Background: an optimization exercise with open tools, aiming at small area, a short achievable clock period and few clock cycles per item. Do not read the settings as production practice. Function was checked by simulation only, so behaviour that the tests miss may differ from the original. No activity file was given, so power comes from the tool's default toggle rates.

==> flow/design.v (excerpt) <==
module direct_mapped_write_through_cache (
    input  logic                            aclk,
    input  logic                            aresetn,
    input  logic                            s_valid,
    output logic                            s_ready,
    input  logic [dmc_pkg::DMC_OP_W-1:0]    s_opcode,
    input  logic [dmc_pkg::DMC_ADDR_W-1:0]  s_addr,
    input  logic [dmc_pkg::DMC_DATA_W-1:0]  s_write_data,
    output logic                            m_valid,
    input  logic                            m_ready,
    output logic [dmc_pkg::DMC_DATA_W-1:0]  m_read_data,
    output logic                            m_hit
);
    localparam int SD = 3;    
    logic        a_valid;
    logic [1:0]  a_op;
    logic [7:0]  a_addr;
    logic [7:0]  a_wd;
    logic [15:0] a_idx_oh;
    logic [3:0]  a_tag_oh;
    logic        b_valid;
    logic        b_rd, b_wr, b_pl;
    logic [7:0]  b_addr;
    logic [7:0]  b_wd;
    logic        b_rw;        
    logic        b_wp;        
    logic [15:0] b_lwe;       
    logic [3:0]  b_wtag_ohn;  
    logic [15:0] b_idx_ohn;   
    logic [3:0]  b_off_ohn;   
    logic [3:0]  b_off_oh;
    logic [31:0] b_blk;       
    logic [3:0]  b_mfwd;      
    logic [7:0]  b_pwd;       
    logic [31:0] b_line;      
    logic [1:0]  b_tag;
    logic        b_v;
    logic       o_valid;
    logic [7:0] o_data, o_data_n;
    logic       o_hit, o_hit_n;
    logic       s_valid_q [SD];
    logic [7:0] s_data    [SD];
    logic       s_hit     [SD];
    logic [4:1] cnt;          
    logic       ready_reg;
    logic        accept, pop, hold;
  ...
Size in the first run: about 5,800 cells after synthesis, roughly 33 I/O pins, about 0.10 mm^2 of cells after synthesis.
export LEC_CHECK = 0
export ABC_CLOCK_PERIOD_IN_PS = 2300
export CAP_MARGIN = 20
export CORE_MARGIN = 2
export CORE_UTILIZATION = 70
export CTS_CLUSTER_DIAMETER = 80
export CTS_CLUSTER_SIZE = 28
export SETUP_SLACK_MARGIN = 3.75
export SLEW_MARGIN = 20
create_clock -name core_clock -period 6.0 [get_ports {aclk}]
run.sh (not shown) runs the stock make flow with config.mk's settings and CLKGATE_MAP_FILE= SYNTH_SCRIPT=/design/flow/synth_recipe.tcl, a recipe that flattens the netlist after the stock synthesis.
Testbench counts at the start, summed over its fixed seeds: cycles 12,024, items 12,000.
==> next run, changes <==
CORE_UTILIZATION = 75   (was 70)
SETUP_SLACK_MARGIN = 3.7   (was 3.75)
=> Global-route usage is higher by 3.8 points; fmax fell slightly; combinational power barely changes; core utilization rose by 5.1 points; power went down slightly; setup slack got worse by 0.014 ns; design area is lower slightly.
==> next run, changes <==
CTS_CLUSTER_SIZE = 25   (was 28)
Result:
- global-route usage climbs by 0.40 points
- cell area climbs by 0.58%
- wire length climbs by 0.48%
- die area does not change
- core utilization climbs by 0.48 points
- power climbs by 1.7%
- register-to-register slack gains 0.04 ns
- worst setup slack loses 0.0078 ns
==> next run, changes <==
CORE_UTILIZATION = 70   (was 75)
CTS_CLUSTER_SIZE = 28   (was 25)
Result: The new run finished clean; cell area is lower by 0.77%; power came out lower by about 1.2%; via count fell by about 3.2%; synthesized area stays the same; setup slack is worse by 0.0061 ns; synthesized cell count stays the same; die area goes up by 7.1%.

---

== old ==
direct_mapped_write_through_cache again, from the RTL that the note above started with.
Settings: LEC_CHECK=0, ABC_CLOCK_PERIOD_IN_PS=2300, CAP_MARGIN=20, CORE_MARGIN=2, CORE_UTILIZATION=70, CTS_CLUSTER_DIAMETER=80, CTS_CLUSTER_SIZE=25, SETUP_SLACK_MARGIN=3.5, SLEW_MARGIN=20; clock period 6.0 ns.
Testbench counts of old, summed over its fixed seeds: cycles 12,024, items 12,000.
Input changes introduced in new (baseline for comparison: old):
Settings: swapping 3.5 for 3.7 in SETUP_SLACK_MARGIN.
Findings:
new finished every stage and its layout cleared the timing, DRC and antenna checks. Delta (new minus old): number of clock buffers inserted by TritonCTS went up; height of the die roughly the same. Diff old -> new | first-pass GRT wire length | increase of 2.7%. new supports a higher top clock frequency than old. As far as overall power consumption is concerned, old and new perform about the same. In new, the growth of design area from synthesis to finish came out 1.1 points above the value in old. new vs old, kind of critical path: register to primary output vs register to register. Re via count: new and old aren't equal, and the lower value belongs to old. Compared with old, count of clock-net buffers in the final layout in new decreased by more than 10%. Going from old to new, combinational power now sits higher, final instance count without filler cells increased 38.

==> re-timing with driven ports <==
The flow's constraints put no driver on any port. The routed layouts listed below were extracted and timed again, unchanged, in two steps. Step 1 assumes that a clkbuf_16 drives the clock port and a buf_2 every other input. Step 2 moves the port delays by t, midway between the first and last clock arrival at a register: inputs arrive t later, outputs are due t later. That takes back most of the time a late clock gives input paths. Slacks: ideal ports / drivers / drivers and shift; pairs: ideal ports / drivers.
| run | t, ns | slack for setup (ns) | worst setup path at the end | worst data-port slew with drivers (ns) |
|---|---|---|---|---|
| the first run of note 1 | 0.875 | 3.518 / 3.426 / 3.222 | input to register | 0.09 |
| the second run of note 1 | 0.871 | 3.504 / 3.418 / 3.227 | input to register | 0.05 |
| the third run of note 1 | 0.896 | 3.496 / 3.408 / 3.049 | input to register | 0.05 |
| the fourth run of note 1 | 0.877 | 3.490 / 3.402 / 2.954 | input to register | 0.12 |
| old | 0.911 | 3.427 / 3.391 / 2.789 | input to register | 0.10 |
| new | 0.890 | 3.468 / 3.381 / 2.923 | input to register | 0.12 |
After both steps every run listed still meets setup and hold. For old, which loses most, drivers alone change the setup slack by -0.036 ns; drivers and shift together by -0.638 ns.
